Context: an optimization exercise on an open-source flow, tuned for a short achievable clock period and few clock cycles. The choices shown serve that exercise and are no tape-out recipe. At most, simulation tests tie the RTL to the original design; equivalence was not proved. No functional check of the RTL was part of runs 2 and 3. Power figures rest on the tool's default switching activity, not on a simulated workload.

==> constraint.sdc <==
create_clock -name core_clock -period 7.0 [get_ports {clk}]
set_input_delay 1.4000 -clock core_clock [delete_from_list [all_inputs] [get_ports {clk}]]
set_output_delay 1.4000 -clock core_clock [all_outputs]
set_load 0.01 [all_outputs]
==> design.v <==
package icache_pkg;
    localparam int addr_w = 32;
    localparam int data_w = 32;
    typedef logic [addr_w-1:0] addr_t;    
    typedef logic [data_w-1:0] data_t;    
    typedef enum logic [1:0] {
        s_idle     = 2'b00,
        s_compare  = 2'b01,
        s_allocate = 2'b11
    } cache_state_t;
endpackage
module icache_top
#(
    parameter int sets       = 8,
    parameter int line_words = 4
) (
    input  logic        clk,
    input  logic        nrst,
    input  logic        cpu_req,
    input  logic [31:0] cpu_addr,
    input  logic        flush,
    output logic        cpu_ack,
    output logic        cpu_busy,
    output logic [31:0] cpu_rdata,
    output logic        wb_cyc,
    output logic        wb_stb,
    output logic        wb_we,
    output logic [31:0] wb_adr,
    input  logic [31:0] wb_dat_i,
    input  logic        wb_ack
);
    localparam int off_w   = $clog2(line_words);
    localparam int idx_w   = $clog2(sets);
    localparam int idx_lsb = off_w + 2;
    localparam int tag_lsb = idx_lsb + idx_w;
    localparam int tag_w   = 32 - tag_lsb;
    localparam int ent     = sets * 2;           
    logic [tag_w-1:0]      tag_mem [ent];
    logic [ent-1:0]        valid;
    logic [sets-1:0]       lru;                  
    logic [31:0]           data_mem [ent * line_words];  
    logic                  ack_q;                
    logic [31:0]           rdata_q;              
    logic                  busy_q;               
    logic                  f_act;                
    logic [31-idx_lsb:0]   f_line;               
    logic [off_w-1:0]      f_word;               
    logic [off_w-1:0]      f_cnt;                
    logic [idx_w:0]        f_ent;                
    logic [line_words-1:0] f_got;                
    logic                  f_inst;               
    logic                  t_q;                  
    logic [idx_w-1:0]      t_set;
    logic                  t_way;
    logic [idx_w-1:0]      a_set;
    logic [tag_w-1:0]      a_tag;
    logic [off_w-1:0]      a_word;
    logic [ent-1:0]        match;
    logic                  hit0, hit1, hit, hit_way;
    logic                  victim;
    logic                  on_fill;              
    logic                  ready;                
    logic                  look;                 
    logic                  answer;
    logic                  start;
    logic [31:0]           word0, word1, word_rd;
    assign a_set  = cpu_addr[tag_lsb-1:idx_lsb];
    assign a_tag  = cpu_addr[31:tag_lsb];
    assign a_word = cpu_addr[idx_lsb-1:2];
    always_comb
        for (int e = 0; e < ent; e++)
            match[e] = valid[e] && (tag_mem[e] == a_tag);
    assign hit0    = match[{a_set, 1'b0}];
    assign hit1    = match[{a_set, 1'b1}];
    assign hit     = hit0 | hit1;
    assign hit_way = ~hit0;                      
    assign victim = !valid[{a_set, 1'b0}] ? 1'b0 :
                    !valid[{a_set, 1'b1}] ? 1'b1 : lru[a_set];
    assign on_fill = f_act && (cpu_addr[31:idx_lsb] == f_line);
    assign ready   = !on_fill || f_got[a_word] || (wb_ack && (f_word == a_word));
    assign look   = cpu_req && !ack_q;
    assign answer = look && hit && ready;
    assign start  = look && !hit && !f_act;
    assign word0   = data_mem[{a_set, 1'b0, a_word}];
    assign word1   = data_mem[{a_set, 1'b1, a_word}];
    assign word_rd = (on_fill && !f_got[a_word]) ? wb_dat_i :
                     hit_way ? word1 : word0;
    always_ff @(posedge clk or negedge nrst)
    begin
        if (!nrst)
        begin
            ack_q  <= 1'b0;
            busy_q <= 1'b0;
        end
        else
        begin
            ack_q  <= answer;
            busy_q <= look || start || (f_act && !(wb_ack && (f_cnt == off_w'(line_words - 1))));
        end
    end
    always_ff @(posedge clk)
        rdata_q <= word_rd;
    always_ff @(posedge clk or negedge nrst)
    begin
        if (!nrst)
        begin
            f_act  <= 1'b0;
            f_inst <= 1'b0;
            f_got  <= '0;
            f_cnt  <= '0;
        end
        else
        begin
            f_inst <= start;
            if (start)
            begin
                f_act <= 1'b1;
                f_got <= '0;
                f_cnt <= '0;
            end
            else if (f_act && wb_ack)
            begin
                f_got[f_word] <= 1'b1;
                f_cnt         <= f_cnt + 1'b1;
                if (f_cnt == off_w'(line_words - 1))
                    f_act <= 1'b0;
            end
        end
    end
    always_ff @(posedge clk)
    begin
        if (!f_act)
        begin
            f_line <= cpu_addr[31:idx_lsb];
            f_word <= a_word;
            f_ent  <= {a_set, victim};
        end
        else if (wb_ack)
            f_word <= f_word + 1'b1;
    end
    always_ff @(posedge clk)
    begin
        for (int k = 0; k < ent * line_words; k++)
            if (f_act && (f_ent == k[idx_w+off_w:off_w]) && (f_word == k[off_w-1:0]))
                data_mem[k] <= wb_dat_i;
    end
    always_ff @(posedge clk)
    begin
        if (f_inst)
            tag_mem[f_ent] <= f_line[31-idx_lsb:idx_w];
    end
    always_ff @(posedge clk or negedge nrst)
    begin
        if (!nrst)
            valid <= '0;
        else if (flush)
            valid <= '0;             
        else if (f_inst)
            valid[f_ent] <= 1'b1;
    end
    always_ff @(posedge clk or negedge nrst)
    begin
        if (!nrst)
        begin
            t_q <= 1'b0;
            lru <= '0;
        end
        else
        begin
            t_q <= answer;
            if (t_q)
                lru[t_set] <= ~t_way;
            else if (f_inst)
                lru[f_ent[idx_w:1]] <= ~f_ent[0];
        end
    end
    always_ff @(posedge clk)
    begin
        t_set <= a_set;
        t_way <= hit_way;
    end
    assign cpu_ack   = ack_q;
    assign cpu_busy  = busy_q;
    assign cpu_rdata = rdata_q;
    assign wb_cyc    = f_act;
    assign wb_stb    = f_act;
    assign wb_we     = 1'b0;
    assign wb_adr    = {f_line, f_word, 2'b00};
endmodule
==> config.mk <==
export PLATFORM = sky130hd
export DESIGN_NAME = icache_top
export DESIGN_NICKNAME = icache_top
export VERILOG_FILES = /design/flow/design.v
export SDC_FILE = /design/flow/constraint.sdc
export NUM_CORES = 4
export LEC_CHECK = 0
export CAP_MARGIN = 20
export CORE_MARGIN = 2
export CORE_UTILIZATION = 40
export SLEW_MARGIN = 20
==> run.sh <==
#!/bin/bash
# synth_recipe.tcl (not shown) runs the flow's synth.tcl, then flattens the netlist and writes it again
# the make line also repeats each setting of config.mk as NAME=value (left out here)
make -C /OpenROAD-flow-scripts/flow DESIGN_CONFIG=/design/flow/config.mk WORK_HOME=/design/flow/orfs CLKGATE_MAP_FILE= SYNTH_SCRIPT=/design/flow/synth_recipe.tcl finish
==> flow_summary.ini, run 1 <==
[critical_path]
crit_required_ns = 7.84
crit_type = input pin to flip-flop
slowest_delay_ns = 1.03
crit_fanout = 25
start_kind = input pin
cpMaxStageDelayCell = clkdlybuf4s50_1
end_kind = flip-flop
crit_path_start = cpu_addr[18]
crit_chain = clkdlybuf4s50_1, xnor2_1, nand4_1, or4_1, o22ai_1, mux4_4, buf_4, mux2_2, a21oi_1
reg2regPathDepth = 8
arrival_ns = 5.82
r2r_start = tag_mem[6][3]

[logic_synthesis]
synth_cells = 5886
synth_compound_area_share_pct = 6.61
synth-simple-area-share_pct = 8.75
postSynthAreaPerCell_um2 = 16.7
synthArstFlopShare_pct = 1.33
synth_fa_ha_area_share_pct = 0.255
synth_area_um2 = 98300
muxShareOfSynthArea_pct = 0.947
synth_top_family_by_area = simple AND/OR/NAND/NOR gates
synth-seq-cells = 2549
synth_xor_area_share_pct = 3.89
synth_cell_types = 75
ys.warnings.count = 2
synthFlopType = edfxtp_1
synth-seq-area-share_pct = 77.3
synth_edf_count = 2479

[clock_network]
ctsHtreeMaxLevel = 4
path_clk_slew_ns = 0.06
cts_made_buffers = 236
clkSinkCount = 2549
cts_buffer_depth = 3
cts_hold_buffers = 0
cts_setup_buffers = 0
cts-root-buf = clkbuf_16
clkLatencyLatePin_ns = 0.95
ctsResizeCount = 0
cts_tree = yes

[die]
core_area_um2 = 244000
die_x_um = 500
pin_count = 138
die_h_um = 500
die_area_um2 = 250000
rows = 181
start_util_pct = 40.3

[hold_path]
min_path_type = flip-flop to flip-flop
min-delay-start = f_got[3]
hold_path_depth = 2

[finish]
drive_gt1_share_pct = 13.4
layout_commonest_cell = edfxtp_1
syn_to_final_growth_pct = 13.9
final_util_pct = 46.0
layout_common_cells = 2,479 x edfxtp_1, 475 x a22oi_1, 420 x nand3_1
fillers = 20800
layout.nets = 6255

[placed_design]
dp_hpwl_um = 190000
portBuffers = 132
routabilityCongestion = 0.846

[global_route]
grt_max_degree = 88
grt_pass1_wl_um = 479000
antenna_found_initial = 25
grt_overflow = 0
grt_usage_pct = 27.7
first_global_vias = 57400

[sta]
maxSlewHeadroom_pct = 20.5
finalHoldViolations = 0
fin_skew_ns = 0.141
tightest_slew_ns = 1.19
fmax_ghz = 0.201
grt_setup_unrepaired = false
slew_viol_final = 0
fin_setup_tns_ns = 0
setup_violations = 0
post-route-period-util_pct = 71.1
min_period_ns = 4.98

[route]
ant_nets = 0
via_count = 61800
drc = 0
dr.pass1.iters = 6
dr.first_iter.drc_count = 10800
routedWlPerCell_um = 36.9
finalWirelength_um = 354000
vias_per_cell = 6.44

[pwr]
p_leak_nw = 37.1
ir_drop_uv = 238
power.density_nw_per_um2 = 298

[run_status]
status = complete, no violations

[job]
maxCapViolCount = 0
[through the flow]
stage	hold slack (ns)	instances	setup slack, ns	power (mW)	cell area, um2
2_1_floorplan	0.457	5888	3.44	19.2	98300
3_3_place_gp	0.471	9127	1.24	20.9	104000
3_5_place_dp	0.479	9128	1.25	21.0	104000
4_1_cts	0.493	9574	2.22	33.3	112000
5_1_grt	0.524	9581	2.01	34.1	112000
6_report	0.491	9589	2.02	33.4	112000
[power breakdown]
| part | switching [mW] | total (mW) | internal, mW |
|---|---|---|---|
| sequential | 0.292 | 17.8 | 17.5 |
| combinational | 2.21 | 2.91 | 0.698 |
| clock | 5.76 | 12.6 | 6.87 |
| total | 8.26 | 33.4 | 25.1 |
[cells in the mapped netlist, drive strengths merged, types with 17 or more instances]
cell	instances	area (um2)
a2111oi	130	1140
o21ai	31	155
xnor2	115	1010
a31oi	19	119
dfxtp	36	721
mux2	32	360
ha	20	250
clkbuf	209	785
and3	427	2670
or4	31	233
a22o	45	394
nand3	421	2110
nor2	134	515
inv	26	97.6
dfrtp	34	851
a21oi	62	310
edfxtp	2479	74400
nand4	177	1110
and2	31	194
buf	185	1280
nor4	120	757
mux2i	48	480
nor3	30	150
a22oi	475	3570
a222oi	17	170
xor2	322	2820
nand2	63	239
[logic make-up after synthesis]
kind of cell | after synthesis
AOI/OAI and AO/OA | 857
xor gates and xnor gates | 437
adders and majority gates | 20
buffers and inverters | 420
DFF | 2549
muxes | 84
other | 1
and+or+nand+nor | 1518
[state kept, by name, indices dropped and copies added (netlist names), 2 cells and up]
signal	flops
data_mem	2048
f_cnt	2
f_ent	3
f_got	4
f_line	26
f_word	2
lru	8
rdata_q	32
t_set	3
tag_mem	400
valid	16
[worst max-delay path: cells and delay by family]
kind            cells  cell delay [ns]
mux                 2             1.32
simple gates        2             0.74
compound gates      2             0.41
xor+xnor            1             0.47
buf+inv             2             1.40
[routing by layer]
layer,vias up,global-route usage (%),wire length (um)
met5,-,0,46
li1,24200,-,-
met1,32000,38.7,133000
met3,782,5.93,45700
met4,8,11.5,16200
met2,4815,42.0,158000
[path summary, 6_finish.rpt]
path | slack [ns] | end
max | 2.02 | rdata_q[3]
min | 0.49 | f_got[3]
max reg2reg | 3.33 | rdata_q[3]
min reg2reg | 0.49 | f_got[3]
max in group asynchronous | 5.79 | f_act
min in group asynchronous | 0.59 | valid[3]
[area by class of cell]
| type | instances | area, um2 | share of cell area (%) |
|---|---|---|---|
| clock buffer | 305 | 6380 | 5.70 |
| sequential | 2549 | 76000 | 67.9 |
| antenna | 13 | 32.5 | 0.0290 |
| inverter | 26 | 97.6 | 0.0871 |
| timing repair buffer | 434 | 3730 | 3.33 |
| clock inverter | 141 | 1170 | 1.04 |
| multi-input combinational | 2919 | 20600 | 18.4 |
| tap | 3202 | 4010 | 3.58 |
Testbench counts, summed over its fixed seeds: cycles 29,893.
==> inputs of run 2 (changes only) <==
--- a/design.v
+++ b/design.v
@@ -65,2 +65,3 @@
     logic                  start;
+    logic                  f_end;                
     logic [31:0]           word0, word1, word_rd;
@@ -82,3 +83,4 @@
     assign answer = look && hit && ready;
-    assign start  = look && !hit && !f_act;
+    assign f_end  = f_act && wb_ack && (f_cnt == off_w'(line_words - 1));
+    assign start  = look && !hit && (!f_act || f_end);
     assign word0   = data_mem[{a_set, 1'b0, a_word}];
@@ -97,3 +99,3 @@
             ack_q  <= answer;
-            busy_q <= look || start || (f_act && !(wb_ack && (f_cnt == off_w'(line_words - 1))));
+            busy_q <= look || start || (f_act && !f_end);
         end
@@ -124,3 +126,3 @@
                 f_cnt         <= f_cnt + 1'b1;
-                if (f_cnt == off_w'(line_words - 1))
+                if (f_end)
                     f_act <= 1'b0;
@@ -131,3 +133,3 @@
     begin
-        if (!f_act)
+        if (!f_act || f_end)
         begin
--- a/config.mk
+++ b/config.mk
@@ -7,2 +7,3 @@
 export LEC_CHECK = 0
+export ABC_CLOCK_PERIOD_IN_PS = 2700
 export CAP_MARGIN = 20
@@ -10,2 +11,3 @@
 export CORE_UTILIZATION = 40
+export SETUP_SLACK_MARGIN = 4.3
 export SLEW_MARGIN = 20
==> flow_summary.ini, run 2 <==
[placed_design]
dp_hpwl_um = 171000
dpl_cell_area_um2 = 102000
portBuffers = 132
pre_cts_ws_ns = 1.29
routabilityCongestion = 0.812

[die]
core_area_um2 = 238000
rows = 179
die_h_um = 494
start_util_pct = 40.3
pin_count = 138
die_area_um2 = 244000
die_x_um = 494

[finish]
regMostFlops = data_mem
largest_reg_flops = 2048
final_cell_area_um2 = 118000
fillers = 19300
layout.nets = 6277
syn_to_final_growth_pct = 22.6
top_regs = data_mem x2048, tag_mem x400, rdata_q x32
layout_commonest_cell = edfxtp_1
drive_gt1_share_pct = 23.5
layout_common_cells = 2,479 x edfxtp_1, 801 x a22oi_1, 391 x buf_4

[clock_network]
clkLatencyLatePin_ns = 0.97
ctsHtreeMaxLevel = 5
path_clk_slew_ns = 0.06
clkSinkCount = 2549
cts_made_buffers = 278
cts_buffer_depth = 4
cts-root-buf = clkbuf_16
cts_tree = yes

[logic_synthesis]
synth_edf_count = 2479
yosysTopAreaCell = edfxtp_1
synth-seq-cells = 2549
ys.warnings.count = 2
yosysMostFrequentCell = edfxtp_1
synth_top_area_share_pct = 77.5
yosys-top-cells-count = 2,479 x edfxtp_1, 819 x a22oi_1, 236 x nand2_1
synthArstFlopShare_pct = 1.33
synth-seq-area-share_pct = 79.2
synth_cells = 5433
synth_area_um2 = 96000
synthFlopType = edfxtp_1
synthTopCellsByArea = edfxtp_1 78%, a22oi_1 6.4%, xnor2_1 2.1%
synth_cell_types = 71
postSynthAreaPerCell_um2 = 17.7

[critical_path]
ff2ff_setup_slack_ns = 3.81
crit_type = input pin to flip-flop
reg2regPathDepth = 10
crit_top_cell = buf_4
cpMaxStageDelayCell = nor3b_4
slowest_delay_ns = 0.46
end_kind = flip-flop
arrival_ns = 4.15
crit_chain = buf_16, buf_12, nor3b_4, and2_4, buf_4, buf_4, a22oi_1, and4_1, nand4_1, nor4_1, o21ai_2, o221a_4
crit_required_ns = 7.90
crit_fanout = 7
r2r_start = f_line[13]
setup.worst_path.end = rdata_q[27]
start_kind = input pin
crit_path_start = cpu_addr[2]
worstReg2RegEnd = rdata_q[19]

[route]
routedWlPerCell_um = 38.6
vias_per_cell = 6.51
ant_nets = 0
drc = 0
dr.pass1.iters = 8
dr.first_iter.drc_count = 11300
via_count = 62200
finalWirelength_um = 369000

[sta]
slew_viol_final = 0
maxSlewHeadroom_pct = 23.0
hold_slack_ns = 0.506
grt_setup_unrepaired = true
fin_setup_tns_ns = 0
finalHoldViolations = 0
min_period_ns = 3.25
fin_skew_ns = 0.0934
fmax_ghz = 0.308
setup_violations = 0
tightest_slew_ns = 1.16
worst_slack_ns = 3.75
post-route-period-util_pct = 46.4

[pwr]
ir_drop_uv = 294
power.density_nw_per_um2 = 307
p_leak_nw = 38.9
power.total_mw = 36.1

[global_route]
grt_pass1_wl_um = 491000
grt_max_degree = 66
antenna_found_initial = 34
first_global_vias = 56900
grt_overflow = 0
grt_usage_pct = 29.5

[hold_path]
min_path_type = flip-flop to flip-flop

[job]
maxCapViolCount = 0

[run_status]
status = complete, no violations
run 2: cell types whose count changed after synthesis, sizes merged, moves of 91 or more:
| cell | previous run | this run |
|---|---|---|
| and3 | 427 | 54 |
| nand2 | 63 | 236 |
| a22oi | 475 | 819 |
| nand3 | 421 | 46 |
| a22o | 45 | 136 |
| a2111oi | 130 | 3 |
| xor2 | 322 | 203 |
| xnor2 | 115 | 232 |
| clkbuf | 209 | 57 |
run 2: stage by stage:
step	std cells	utilization, %
6_report	9556	49.4
5_1_grt	9545	49.4
4_1_cts	9497	49.0
3_5_place_dp	8640	42.7
3_3_place_gp	8639	42.6
2_1_floorplan	5435	-
run 2: area by class of cell:
cell class                 instances  area, um2  area share [%]
antenna                           14       35.0          0.0298
clock inverter                   105       1010           0.857
sequential                      2549      76100            64.7
tap                             3167       3960            3.37
inverter                          23        103          0.0872
multi-input combinational       2572      20000            17.0
clock buffer                     362       7580            6.44
timing repair buffer             764       8850            7.52
run 2: routing by layer:
layer / global-route usage (%) / up-vias / wire length, um
met1: 40.0 / 31900 / 131000
met5: 0 / - / 234
met3: 9.24 / 1111 / 56600
met4: 13.7 / 30 / 20100
met2: 43.2 / 5624 / 160000
li1: - / 23600 / -
run 2: power by group:
part           leakage (nW)  internal, mW  switching (mW)  total, mW
combinational          11.6          1.30            2.70       4.00
clock                  4.20          8.32            5.85       14.2
sequential             23.1          17.7           0.268       17.9
total                  38.9          27.3            8.81       36.1
run 2: worst min path at each step:
stage	from	endpoint	slack, ns	cells past startpoint
4_1_cts	f_got[0]	f_got[0]	0.50	2
3_3_place_gp	valid[1]	valid[1]	0.48	2
6_report	f_got[0]	f_got[0]	0.51	2
2_1_floorplan	f_got[2]	f_got[2]	0.46	2
3_5_place_dp	valid[13]	valid[13]	0.49	2
5_1_grt	f_got[0]	f_got[0]	0.52	2
run 2: kinds of logic (layout without fill, tap and decap cells):
logic type               count (synthesis)  in the layout  synth area share (%)
adder cells (fa/ha/maj)                 20             20                 0.261
XOR/XNOR                               435            435                  3.97
other                                    1             17               0.00391
flip-flops                            2549           2549                  79.2
AND/OR/NAND/NOR                        933            969                  5.40
AO/OA/AOI/OAI                         1134           1134                  9.11
multiplexers                            11             11                 0.143
buffers and inverters                  350           1254                  1.92
run 2: worst max-delay path: cells and delay by family:
kind                   cells  cell delay (ns)
buffers and inverters      4             0.70
AND/OR/NAND/NOR            5             1.31
AO/OA/AOI/OAI              3             0.72
run 2: repair_timing:
item                                     CTS  global route
resized for setup                       1120            68
pin swaps                                129            27
endpoints found under the setup margin  2114           751
cloned                                    54             5
buffers inserted                         336            38
hold buffers                               0             0
==> inputs of run 3 (changes only) <==
--- a/design.v
+++ b/design.v
@@ -51,2 +51,4 @@
     logic                  f_inst;               
+    logic [idx_w+off_w-1:0] rp;                  
+    logic [sets*line_words-1:0] rp_oh;           
     logic                  t_q;                  
@@ -66,2 +68,5 @@
     logic                  f_end;                
+    logic                  at_rp;                
+    logic [idx_w+off_w-1:0] a_idx, a_nxt;
+    logic [sets*line_words-1:0] a_oh, a_nxt_oh;
     logic [31:0]           word0, word1, word_rd;
@@ -70,2 +75,10 @@
     assign a_word = cpu_addr[idx_lsb-1:2];
+    assign a_idx  = cpu_addr[tag_lsb-1:2];
+    assign a_nxt  = a_idx + 1'b1;
+    always_comb
+    begin
+        a_oh = '0;
+        a_oh[a_idx] = 1'b1;
+    end
+    assign a_nxt_oh = {a_oh[sets*line_words-2:0], a_oh[sets*line_words-1]};
     always_comb
@@ -82,7 +95,16 @@
     assign look   = cpu_req && !ack_q;
-    assign answer = look && hit && ready;
+    assign at_rp  = (a_idx == rp);
+    assign answer = look && hit && ready && (at_rp || (on_fill && !f_got[a_word]));
     assign f_end  = f_act && wb_ack && (f_cnt == off_w'(line_words - 1));
     assign start  = look && !hit && (!f_act || f_end);
-    assign word0   = data_mem[{a_set, 1'b0, a_word}];
-    assign word1   = data_mem[{a_set, 1'b1, a_word}];
+    always_comb
+    begin
+        word0 = '0;
+        word1 = '0;
+        for (int k = 0; k < sets * line_words; k++)
+        begin
+            word0 |= {32{rp_oh[k]}} & data_mem[{k[idx_w+off_w-1:off_w], 1'b0, k[off_w-1:0]}];
+            word1 |= {32{rp_oh[k]}} & data_mem[{k[idx_w+off_w-1:off_w], 1'b1, k[off_w-1:0]}];
+        end
+    end
     assign word_rd = (on_fill && !f_got[a_word]) ? wb_dat_i :
@@ -104,2 +126,15 @@
         rdata_q <= word_rd;
+    always_ff @(posedge clk or negedge nrst)
+    begin
+        if (!nrst)
+        begin
+            rp    <= '0;
+            rp_oh <= 1;
+        end
+        else if (look)
+        begin
+            rp    <= answer ? a_nxt : a_idx;
+            rp_oh <= answer ? a_nxt_oh : a_oh;
+        end
+    end
     always_ff @(posedge clk or negedge nrst)
==> flow_summary.ini, run 3 <==
[critical_path]
slowest_delay_ns = 0.50
end_kind = flip-flop
arrival_ns = 4.04
crit_required_ns = 7.81
crit_chain = buf_8, buf_12, buf_8, buf_6, xor2_1, nor4_1, nand3_1, nor4_4, nor3_4, o32a_4, or4_4, a31oi_4
crit_top_cell = buf_8
crit_path_start = cpu_addr[16]
ff2ff_setup_slack_ns = 3.82
cpMaxStageDelayCell = or4_4
crit_type = input pin to flip-flop
crit_fanout = 4
path_depth = 12
crit_buf_inv = 4
worstReg2RegEnd = rdata_q[23]
r2r_start = rp_oh[16]
reg2regPathDepth = 7
cp_top_family = simple AND/OR/NAND/NOR gates
start_kind = input pin
setup.worst_path.end = rp[2]

[die]
rows = 180
die_area_um2 = 245000
core_area_um2 = 240000
die_h_um = 495
die_x_um = 495
start_util_pct = 40.2
pin_count = 138

[sta]
finalHoldViolations = 0
fin_setup_tns_ns = 0
setup_violations = 0
tightest_slew_ns = 1.35
slew_viol_final = 0
hold_slack_ns = 0.503
grt_setup_unrepaired = true
min_period_ns = 3.23
maxSlewHeadroom_pct = 8.87
fin_skew_ns = 0.0919
post-route-period-util_pct = 46.1
worst_slack_ns = 3.77
fmax_ghz = 0.310

[global_route]
grt_usage_pct = 27.4
grt_overflow = 0
grt_max_degree = 72
grt_pass1_wl_um = 464000
antenna_found_initial = 27
first_global_vias = 56400

[clock_network]
clkSinkCount = 2586
cts-root-buf = clkbuf_16
clkLatencyLatePin_ns = 0.93
cts_hold_buffers = 0
ctsHtreeMaxLevel = 5
cts_made_buffers = 276
cts_buffer_depth = 4
path_clk_slew_ns = 0.06
cts_tree = yes

[finish]
drive_gt1_share_pct = 21.4
multi_input_area_um2 = 20000
layout.nets = 5972
fillers = 19600
final_util_pct = 48.4
largest_reg_flops = 2048
layout.area.seq_um2 = 77100
top_regs = data_mem x2048, tag_mem x400
syn_to_final_growth_pct = 20.3
layout_commonest_cell = edfxtp_1
layout_common_cells = 2,479 x edfxtp_1, 515 x a22oi_1, 283 x clkbuf_16
regMostFlops = data_mem

[pwr]
ir_drop_uv = 194
power.total_mw = 36.9
p_leak_nw = 37.5
power.density_nw_per_um2 = 317

[placed_design]
routabilityCongestion = 0.815
portBuffers = 132
dp_hpwl_um = 166000
pre_cts_ws_ns = 1.31

[job]
maxCapViolCount = 0

[run_status]
status = complete, no violations

[route]
dr.pass1.iters = 7
via_count = 59700
drc = 0
vias_per_cell = 6.43
dr.first_iter.drc_count = 9269
routedWlPerCell_um = 37.2
ant_nets = 0
finalWirelength_um = 345000

[logic_synthesis]
synth_cells = 5354
yosysTopAreaCell = edfxtp_1
yosys-top-cells-count = 2,479 x edfxtp_1, 516 x a22oi_1, 257 x a22o_1
yosysMostFrequentCell = edfxtp_1
synth_edf_count = 2479
synthTopCellsByArea = edfxtp_1 77%, a22oi_1 4.0%, a22o_1 2.3%
synth_area_um2 = 96600
synth-seq-cells = 2586
postSynthAreaPerCell_um2 = 18.0
synth-seq-area-share_pct = 79.7
ys.warnings.count = 2
synth_cell_types = 61
synthArstFlopShare_pct = 2.75
synthFlopType = edfxtp_1
synth_top_area_share_pct = 77.1

[hold_path]
min-delay-start = valid[13]
min_path_type = flip-flop to flip-flop
run 3: changes by cell type in the layout (fill, tap and decap cells not counted), sizes merged, moves of 33 or more:
| cell | delta |
|---|---|
| a22oi | -303 |
| a221oi | +238 |
| buf | -194 |
| nand2 | -168 |
| a22o | +121 |
| nand4 | +87 |
| and2 | -54 |
| xor2 | +41 |
| dfrtp | +36 |
| mux2 | +33 |
| xnor2 | -33 |
run 3: how the worst min path moves through the flow:
stage | end | slack, ns | depth (start not counted)
global route | valid[10] | 0.54 | 2
global placement | valid[13] | 0.48 | 2
detailed placement | valid[10] | 0.48 | 2
finish | valid[13] | 0.50 | 2
CTS | valid[10] | 0.50 | 2
floorplan | valid[0] | 0.45 | 2
run 3: metal layers:
layer	track usage (%)	share of wire, %
met3	6.56	12
met5	0	0.040
met1	36.4	37
met4	10.4	4.3
met2	43.6	47
run 3: where the power goes:
part / leakage, nW / switching [mW] / internal [mW]
clock: 4.07 / 5.86 / 7.95
combinational: 9.93 / 3.07 / 1.49
sequential: 23.5 / 0.462 / 18.1
total: 37.5 / 9.39 / 27.5
run 3: per-stage QoR:
step,area [um2],instances
after floorplan,97000,5356
after global placement,102000,8540
after detailed placement,102000,8540
after CTS,115000,9220
after global routing,116000,9264
final,116000,9277
run 3: worst reg2reg max path, cell delays in order, from the launching register on:
cell and delay, ns:
dfrtp_4 0.86, buf_4 0.54, a22o_1 0.32, a221oi_1 0.25
nand4_1 0.21, nor3_2 0.47, mux2i_1 0.14, mux2_4 0.28
run 3: cells by family after synthesis:
group                      after synthesis  share of synthesized area [%]
AOI/OAI and AO/OA                     1170                           9.65
xor gates and xnor gates               443                           4.02
adders and majority gates               20                          0.259
buffers and inverters                  357                           1.55
DFF                                   2586                           79.7
muxes                                   73                          0.814
other                                    1                        0.00388
and+or+nand+nor                        704                           4.05
run 3: cell type report:
class | instances | share of cell area [%]
inverters | 24 | 0.0872
clock inverters | 93 | 0.634
well taps | 3185 | 3.43
clock buffers | 375 | 6.51
repair buffers | 575 | 5.68
flip-flops and latches | 2586 | 66.4
diodes | 19 | 0.0409
multi-input cells | 2420 | 17.2
run 3: what timing repair did:
action                                 in CTS  in global routing
pin swaps                                 116                 60
setup buffers                             194                 34
setup endpoints to repair                2108                619
cloned                                     18                  2
endpoints found under the hold margin       0                  0
resized for setup                        1044                177

[re-timing with driven ports]
The results above use ideal ports. As a check the final layouts listed here were re-extracted and re-timed, cells and wires unchanged. Step 1 assumes that a clkbuf_16 drives the clock port and a buf_2 every other input. Step 2 also shifts input and output timing later by t, the mid clock arrival at the registers, as if the neighbouring blocks saw the same clock. Slacks: ideal ports / drivers / drivers and shift; pairs: ideal ports / drivers.
| run | t (ns) | setup slack, ns | worst setup path at the end | latest minus earliest clock arrival (ns) |
|---|---|---|---|---|
| run 1 | 0.965 | 2.021 / 2.083 / 1.118 | input to register | 0.144 / 0.144 |
| run 2 | 1.018 | 3.750 / 3.740 / 2.723 | input to register | 0.107 / 0.107 |
| run 3 | 0.971 | 3.770 / 3.805 / 2.850 | input to register | 0.094 / 0.094 |
After both steps setup and hold are still met in every run listed. For run 2, which loses most, drivers alone change the setup slack by -0.010 ns; drivers and shift together by -1.027 ns.
